Context: an optimization exercise on an open-source flow, tuned for small area, a short achievable clock period and few clock cycles. The choices shown serve that exercise and are no tape-out recipe. Where RTL was checked, it was by simulation tests only, not by an equivalence proof against the original. Power is estimated from default activity; no workload was simulated.

Design softmax_top, start of the top module:
module softmax_top (
  input  logic                   clk,
  input  logic                   reset,
  input  logic                   start,
  input  softmax_pkg::addr_t     start_addr,
  input  softmax_pkg::addr_t     end_addr,
  output logic                   wb_cyc,
  output logic                   wb_stb,
  output softmax_pkg::addr_t     wb_adr,
  input  softmax_pkg::row_t      wb_rdata,
  input  logic                   wb_ack,
  output logic                   out_valid,
  output softmax_pkg::diff_row_t out_row,
  output softmax_pkg::sum_t      sum,
  output logic                   busy,
  output logic                   done
);
For scale: roughly 3200 cells after synthesis, roughly 170 I/O pins, roughly 0.032 sq mm of cells after synthesis.
==> flow/config.mk <==
export PLATFORM = sky130hd
export DESIGN_NAME = softmax_top
export DESIGN_NICKNAME = softmax_top
export VERILOG_FILES = /design/flow/design.v
export SDC_FILE = /design/flow/constraint.sdc
export NUM_CORES = 4
export LEC_CHECK = 0
export ABC_AREA = 1
export CAP_MARGIN = 20
export CORE_MARGIN = 2
export CORE_UTILIZATION = 55
export CTS_BUF_LIST = sky130_fd_sc_hd__clkbuf_4
export SETUP_SLACK_MARGIN = 2.8
export SLEW_MARGIN = 20
==> flow/constraint.sdc <==
create_clock -name core_clock -period 5.5 [get_ports {clk}]
set_input_delay 1.1000 -clock core_clock [delete_from_list [all_inputs] [get_ports {clk}]]
set_output_delay 1.1000 -clock core_clock [all_outputs]
set_load 0.01 [all_outputs]
standard.sh (not shown) runs the stock make flow with config.mk's settings and CLKGATE_MAP_FILE= SYNTH_SCRIPT=/design/flow/synth_recipe.tcl, a recipe that flattens the netlist after the stock synthesis.
==> flow/flow/run.sh <==
#!/bin/bash
# The standard layout, with two changes to how it is made:
#  - ports are buffered with plain buffers (sky130_fd_sc_hd__buf_4) instead of
#    the delay cells buffer_ports picks by default;
#  - the resizer may change a cell's footprint when it sizes it.
# Synthesis is the standard one (standard.sh runs it unchanged).
set -euo pipefail
cd "$(dirname "$0")/.."
bash standard.sh \
  MATCH_CELL_FOOTPRINT=0 \
  "BUFFER_PORTS_ARGS=-buffer_cell sky130_fd_sc_hd__buf_4" \
  finish > flow_make.log 2>&1
Testbench counts at the start, summed over its fixed seeds: cycles 20,322.
==> next run, changes <==
Settings changed: CORE_UTILIZATION 55 to 65, CTS_BUF_LIST sky130_fd_sc_hd__clkbuf_4 to sky130_fd_sc_hd__clkbuf_8, PLACE_DENSITY from default to 0.75.
What happened: Clock skew goes down by 0.0060 ns. Via count rose by a few percent. Routed wire length increases by a few percent.

========
softmax_top, a different RTL version from the one above (not shown whole).
Size in the first run: ~610 flip-flops, roughly 170 I/O pins, about 0.029 mm² of cells after synthesis.
clock: 5.5 ns
lec_check: 0
cap_margin: 20
core_margin: 2
core_utilization: 40
setup_slack_margin: 3.0
slew_margin: 20
run.sh (not shown) runs the stock make flow with config.mk's settings and CLKGATE_MAP_FILE= SYNTH_SCRIPT=/design/flow/synth_recipe.tcl, a recipe that flattens the netlist after the stock synthesis.
Stock flow here: none of the scripts above is used.
Next try:
--- a/flow/config.mk
+++ b/flow/config.mk
@@ -11 +10,0 @@
-export SETUP_SLACK_MARGIN = 3.0
After rerunning:
- final area shrinks by roughly a tenth
- clock skew shrinks by 0.0069 ns
- total power shrinks by roughly a tenth
- die area is unchanged
- worst setup slack degrades by 0.84 ns
- final cell count shrinks by a little under a tenth
No run of this note included a check of the RTL's function; only the layout flow was run.

========
Another version of the RTL of softmax_top (not shown whole).
Size: roughly 2900 cells after synthesis, roughly 630 flip-flops, ~0.030 mm2 of cells after synthesis.
Settings: LEC_CHECK=0, ABC_AREA=1, CAP_MARGIN=20, CORE_MARGIN=2, CORE_UTILIZATION=55, CTS_BUF_LIST=sky130_fd_sc_hd__clkbuf_8, SETUP_SLACK_MARGIN=3.0, SLEW_MARGIN=20; clock period 5.5 ns.
standard.sh (not shown) runs the stock make flow with config.mk's settings and CLKGATE_MAP_FILE= SYNTH_SCRIPT=/design/flow/synth_recipe.tcl, a recipe that flattens the netlist after the stock synthesis.
Scripts as last shown in full above: flow/flow/run.sh
Testbench counts at the start, summed over its fixed seeds: cycles 20,322.
Change:
==> flow/run.sh (new file) <==
#!/bin/bash
# synth_recipe.tcl (not shown) runs the flow's synth.tcl, then flattens the netlist and writes it again
# the make line also repeats each setting of config.mk as NAME=value (left out here)
make -C /OpenROAD-flow-scripts/flow DESIGN_CONFIG=/design/flow/config.mk WORK_HOME=/design/flow/orfs CLKGATE_MAP_FILE= SYNTH_SCRIPT=/design/flow/synth_recipe.tcl finish
removed: flow/flow/run.sh
removed: flow/standard.sh
The new run ran to the end with no violations.
Worst setup slack gets worse by 0.0033 ns.
Clock-buffer cell count is higher by 1.
Critical path depth goes up by 1.
Register-to-register slack barely changes.
Fmax is about the same.
Core utilization is higher by 3.3 points.
Power grows slightly.
Synthesized cell count is unchanged.
Change:
- SETUP_SLACK_MARGIN: 3.0 -> 3.5
What happened: Non-clock buffer count increases by 16; sequential share of layout area decreases by 1.2 points; setup slack improved by 0.068 ns; total power increases by 3.9%; combinational power increases by 7.5%; design area increases by 3.2%; die area is unchanged; first-iteration DRC count increases by 14%; clock skew decreases by 0.013 ns; global-route usage increases by 0.90 points; count of clock-buffer cells in the layout increases by 7.
Change:
- SETUP_SLACK_MARGIN: 3.5 -> 2.5
The changed run completed without violations.
Design area went down by 9.0%.
Power came out lower by 3.6%.
Sequential power is lower by about 0.9%.
Flip-flop and latch count is unchanged.
Global-route usage fell by 3.2 points.
Hold slack got worse by 0.046 ns.
Count of clock-buffer cells in the layout decreases by 8.
Register-to-register slack degrades by 0.14 ns.
Wire length falls by 9.0%.

========
Setup of indigo:
softmax_top, a different RTL version from the one above (not shown whole).
Size: ~3100 cells after synthesis, roughly 630 flip-flops, ~170 I/O pins, roughly 32000 um^2 of cells after synthesis.
clock: 5.5 ns
lec_check: 0
abc_area: 1
cap_margin: 20
core_margin: 2
core_utilization: 55
cts_buf_list: sky130_fd_sc_hd__clkbuf_8
setup_slack_margin: 3.0
slew_margin: 20
run.sh (not shown) runs the stock make flow with config.mk's settings and CLKGATE_MAP_FILE= SYNTH_SCRIPT=/design/flow/synth_recipe.tcl, a recipe that flattens the netlist after the stock synthesis.
Stock flow here: none of the scripts above is used.
Testbench counts of indigo, summed over its fixed seeds: cycles 20,100.
Changes in fjord relative to indigo:
Settings: a deleted CTS_BUF_LIST that had been sky130_fd_sc_hd__clkbuf_8; a change of CORE_UTILIZATION from 55 to 40; a change of SETUP_SLACK_MARGIN from 3.0 to 2.5.
Relative to indigo, the final cell area reported for fjord is lower.
Higher die extent in y was reported by fjord, not indigo.
In fjord the total inserted antenna cells turned out 2 higher than in indigo.
The final reports for fjord and indigo show placeable core region higher in the former.
Against indigo, net switching power in fjord came out better.
In the flow results for indigo and fjord, the combinational group share of total power is smaller on fjord.
fjord: maximum number of pins on one net before global-route repair lower than indigo
## Diff of input files: cedar against fjord
Settings: changing SETUP_SLACK_MARGIN from 2.5 to 3.0.
### Flow results
cedar vs fjord: power per standard cell area down by a few percent. On data required time of the critical path, fjord and cedar are basically level. Compared with fjord, in cedar number of cells in the finished layout apart from fillers now larger; global-route met1 utilization comparable; count of clock-buffer cells in the layout now smaller; maximum vdd drop now smaller. There was hardly any difference in xor-xnor portion of the synthesized cell area between fjord and cedar. Diff fjord -> cedar: layout cell share with drive strength beyond 1 grew by 8.6 points; via count grew by 829. Relative to fjord, final critical-path required period has decreased by 0.063 ns in cedar.

========
## pepper
softmax_top, a different RTL version from the one above (not shown whole).
==> flow/config.mk <==
export PLATFORM = sky130hd
export DESIGN_NAME = softmax_top
export DESIGN_NICKNAME = softmax_top
export VERILOG_FILES = /design/flow/design.v
export SDC_FILE = /design/flow/constraint.sdc
export NUM_CORES = 4
export LEC_CHECK = 0
export CAP_MARGIN = 20
export CORE_MARGIN = 2
export CORE_UTILIZATION = 40
export SETUP_SLACK_MARGIN = 3.0
export SLEW_MARGIN = 20
==> flow/constraint.sdc <==
create_clock -name core_clock -period 5.5 [get_ports {clk}]
set_input_delay 1.1000 -clock core_clock [delete_from_list [all_inputs] [get_ports {clk}]]
set_output_delay 1.1000 -clock core_clock [all_outputs]
set_load 0.01 [all_outputs]
pepper | ERROR | Yosys front end (1_1_yosys_canonicalize)
#### Input delta (harbor over pepper)
Settings: an added ABC_AREA of 1.
## What came out
As the logs show, harbor stopped at Yosys front end (1_1_yosys_canonicalize) after a tool error, so it never reached the end of the flow.
No functional check of the RTL was part of any run of this note.

========
run a:
Another version of the RTL of softmax_top (not shown whole).
For scale: roughly 170 I/O pins.
clock: 5.5 ns
lec_check: 0
cap_margin: 20
core_margin: 2
core_utilization: 40
slew_margin: 20
Run a completed end to end with timing, DRC and antenna clean.
Setup changes, run a to run b
diff --git a/flow/config.mk b/flow/config.mk
--- a/flow/config.mk
+++ b/flow/config.mk
@@ -10,2 +10,3 @@
 export CORE_UTILIZATION = 40
+export SETUP_SLACK_MARGIN = 3.0
 export SLEW_MARGIN = 20
Results
Run comparison: run b endpoint of the worst setup timing path u_sub.out_row[49]; run a endpoint of the worst setup timing path u_sum.sum[15]. Against run a, run b comes in 1527 higher on total vias in the final route. Diff run a -> run b: number of buffers other than clock buffers in the final layout moved up, via density per instance rose by 0.031, sequential share of layout area now smaller, highest clock rate increased by about 23% relative to the old numbers. Cmp run a and run b / number of global-route vias before repair / higher: run b.
No functional check of the RTL was part of any run of this note.

========
softmax_top with an RTL version that a note above also has.
Size in the first run: about 3,200 cells after synthesis, roughly 170 I/O pins, roughly 32,000 sq um of cells after synthesis.
export LEC_CHECK = 0
export ABC_AREA = 1
export CAP_MARGIN = 20
export CORE_MARGIN = 2
export CORE_UTILIZATION = 55
export CTS_BUF_LIST = sky130_fd_sc_hd__clkbuf_8
export PLACE_DENSITY = 0.75
export SETUP_SLACK_MARGIN = 2.8
export SLEW_MARGIN = 20
create_clock -name core_clock -period 5.5 [get_ports {clk}]
standard.sh (not shown) runs the stock make flow with config.mk's settings and CLKGATE_MAP_FILE= SYNTH_SCRIPT=/design/flow/synth_recipe.tcl, a recipe that flattens the netlist after the stock synthesis.
==> flow/flow/run.sh <==
#!/bin/bash
# The standard layout, with two changes to how it is made:
#  - ports are buffered with plain buffers (sky130_fd_sc_hd__buf_4) instead of
#    the delay cells buffer_ports picks by default;
#  - the resizer may change a cell's footprint when it sizes it.
# Synthesis is the standard one (standard.sh runs it unchanged).
set -euo pipefail
cd "$(dirname "$0")/.."
bash standard.sh \
  MATCH_CELL_FOOTPRINT=0 \
  "BUFFER_PORTS_ARGS=-buffer_cell sky130_fd_sc_hd__buf_4" \
  finish > flow_make.log 2>&1
The first run completed without violations.
Testbench counts at the start, summed over its fixed seeds: cycles 20,322.
Edit:
- PLACE_DENSITY: 0.75 -> default
- SETUP_SLACK_MARGIN: 2.8 -> 2.6
Result:
- The changed run finished with timing, DRC and antenna clean
- via count went down by a few percent
- combinational power goes down by a few percent
- worst setup slack got worse by 0.064 ns
Edit:
- CTS_BUF_LIST: sky130_fd_sc_hd__clkbuf_8 -> sky130_fd_sc_hd__clkbuf_4 sky130_fd_sc_hd__clkbuf_8
- SETUP_SLACK_MARGIN: 2.6 -> 2.8
Outcome:
- total power rises by 1.1%
- synthesized cell count stays the same
- hold slack gets worse by 0.0041 ns
- cell count came out higher by about 0.7%
- die area does not change
- final area came out higher by 1.9%
- utilization came out higher by 1.2 points
- maximum frequency increases by about 6%
- setup slack gains 0.15 ns
- sequential power rises by about 2%
- register-to-register slack gets better by 0.17 ns
Edit:
- CTS_BUF_LIST: sky130_fd_sc_hd__clkbuf_4 sky130_fd_sc_hd__clkbuf_8 -> sky130_fd_sc_hd__clkbuf_8
- SETUP_SLACK_MARGIN: 2.8 -> 3.0
Worst setup slack gets better by 0.010 ns.
Wire length went up by 2.0%.
Non-clock buffer count went up by 69.
Global-route usage hardly moves.
Count of clock-buffer cells in the layout went down by 40.
Worst hold slack gets better by 0.024 ns.
Fmax went up by about 0.4%.
Via count went up by about 1.8%.

## what the ideal ports hide
No port has a modelled driver above. Below, the same layouts with a new extraction and two added sets of constraints.
Step 1 (the two cells are an assumption about what drives the block):
set clk [get_ports {clk}]
set_driving_cell -lib_cell sky130_fd_sc_hd__clkbuf_16 $clk
set_driving_cell -lib_cell sky130_fd_sc_hd__buf_2 [delete_from_list [all_inputs] $clk]
Step 2 moves the port delays by t, midway between the first and last clock arrival at a register: inputs arrive t later, outputs are due t later. That takes back most of the time a late clock gives input paths.
a / b / c = ideal ports / drivers / drivers and shift; a / b = the first two.
| run | t (ns) | slack for setup (ns) | hold slack, ns | worst setup path after step 2 | worst register clock-pin slew, ns |
|---|---|---|---|---|---|
| the first run of note 1 | 1.093 | 2.790 / 2.728 / 1.839 | 0.243 / 0.213 / 0.448 | input to register | 0.08 / 0.08 |
| the second run of note 1 | 0.749 | 2.831 / 2.831 / 2.090 | 0.452 / 0.452 / 0.452 | input to register | 0.08 / 0.08 |
| the first run of note 2 | 0.700 | 1.694 / 1.694 / 1.694 | 0.508 / 0.508 / 0.508 | register to register | 0.07 / 0.07 |
| the second run of note 2 | 0.680 | 0.854 / 0.854 / 0.854 | 0.489 / 0.489 / 0.489 | register to register | 0.06 / 0.06 |
| the first run of note 3 | 0.776 | 2.620 / 2.620 / 2.186 | 0.470 / 0.470 / 0.470 | input to register | 0.07 / 0.07 |
| the second run of note 3 | 0.796 | 2.617 / 2.617 / 2.181 | 0.478 / 0.478 / 0.478 | input to register | 0.07 / 0.07 |
| the third run of note 3 | 0.767 | 2.685 / 2.685 / 2.149 | 0.499 / 0.499 / 0.499 | input to register | 0.08 / 0.08 |
| the fourth run of note 3 | 0.764 | 2.540 / 2.540 / 1.815 | 0.453 / 0.453 / 0.453 | input to register | 0.07 / 0.07 |
| indigo | 0.784 | 2.479 / 2.479 / 2.097 | 0.456 / 0.456 / 0.456 | input to register | 0.07 / 0.07 |
| fjord | 0.683 | 2.453 / 2.453 / 1.860 | 0.463 / 0.463 / 0.463 | input to register | 0.07 / 0.07 |
| cedar | 0.694 | 2.515 / 2.515 / 2.051 | 0.452 / 0.452 / 0.452 | input to register | 0.06 / 0.06 |
| run a | 0.670 | 0.826 / 0.826 / 0.667 | 0.484 / 0.484 / 0.484 | input to register | 0.06 / 0.06 |
| run b | 0.680 | 1.686 / 1.686 / 1.686 | 0.501 / 0.501 / 0.501 | register to register | 0.07 / 0.07 |
| the first run of note 7 | 0.786 | 2.767 / 2.767 / 2.047 | 0.456 / 0.456 / 0.456 | input to register | 0.08 / 0.08 |
| the second run of note 7 | 0.774 | 2.703 / 2.703 / 1.932 | 0.455 / 0.455 / 0.455 | input to register | 0.07 / 0.07 |
| the third run of note 7 | 0.775 | 2.857 / 2.871 / 2.096 | 0.451 / 0.451 / 0.451 | input to register | 0.07 / 0.07 |
| the fourth run of note 7 | 0.769 | 2.867 / 2.867 / 2.152 | 0.474 / 0.474 / 0.474 | input to register | 0.07 / 0.07 |
After both steps setup and hold are still met in every run listed. The setup slack of the first run of note 1, which loses most, moves by -0.062 ns with the drivers and by -0.951 ns with both steps.
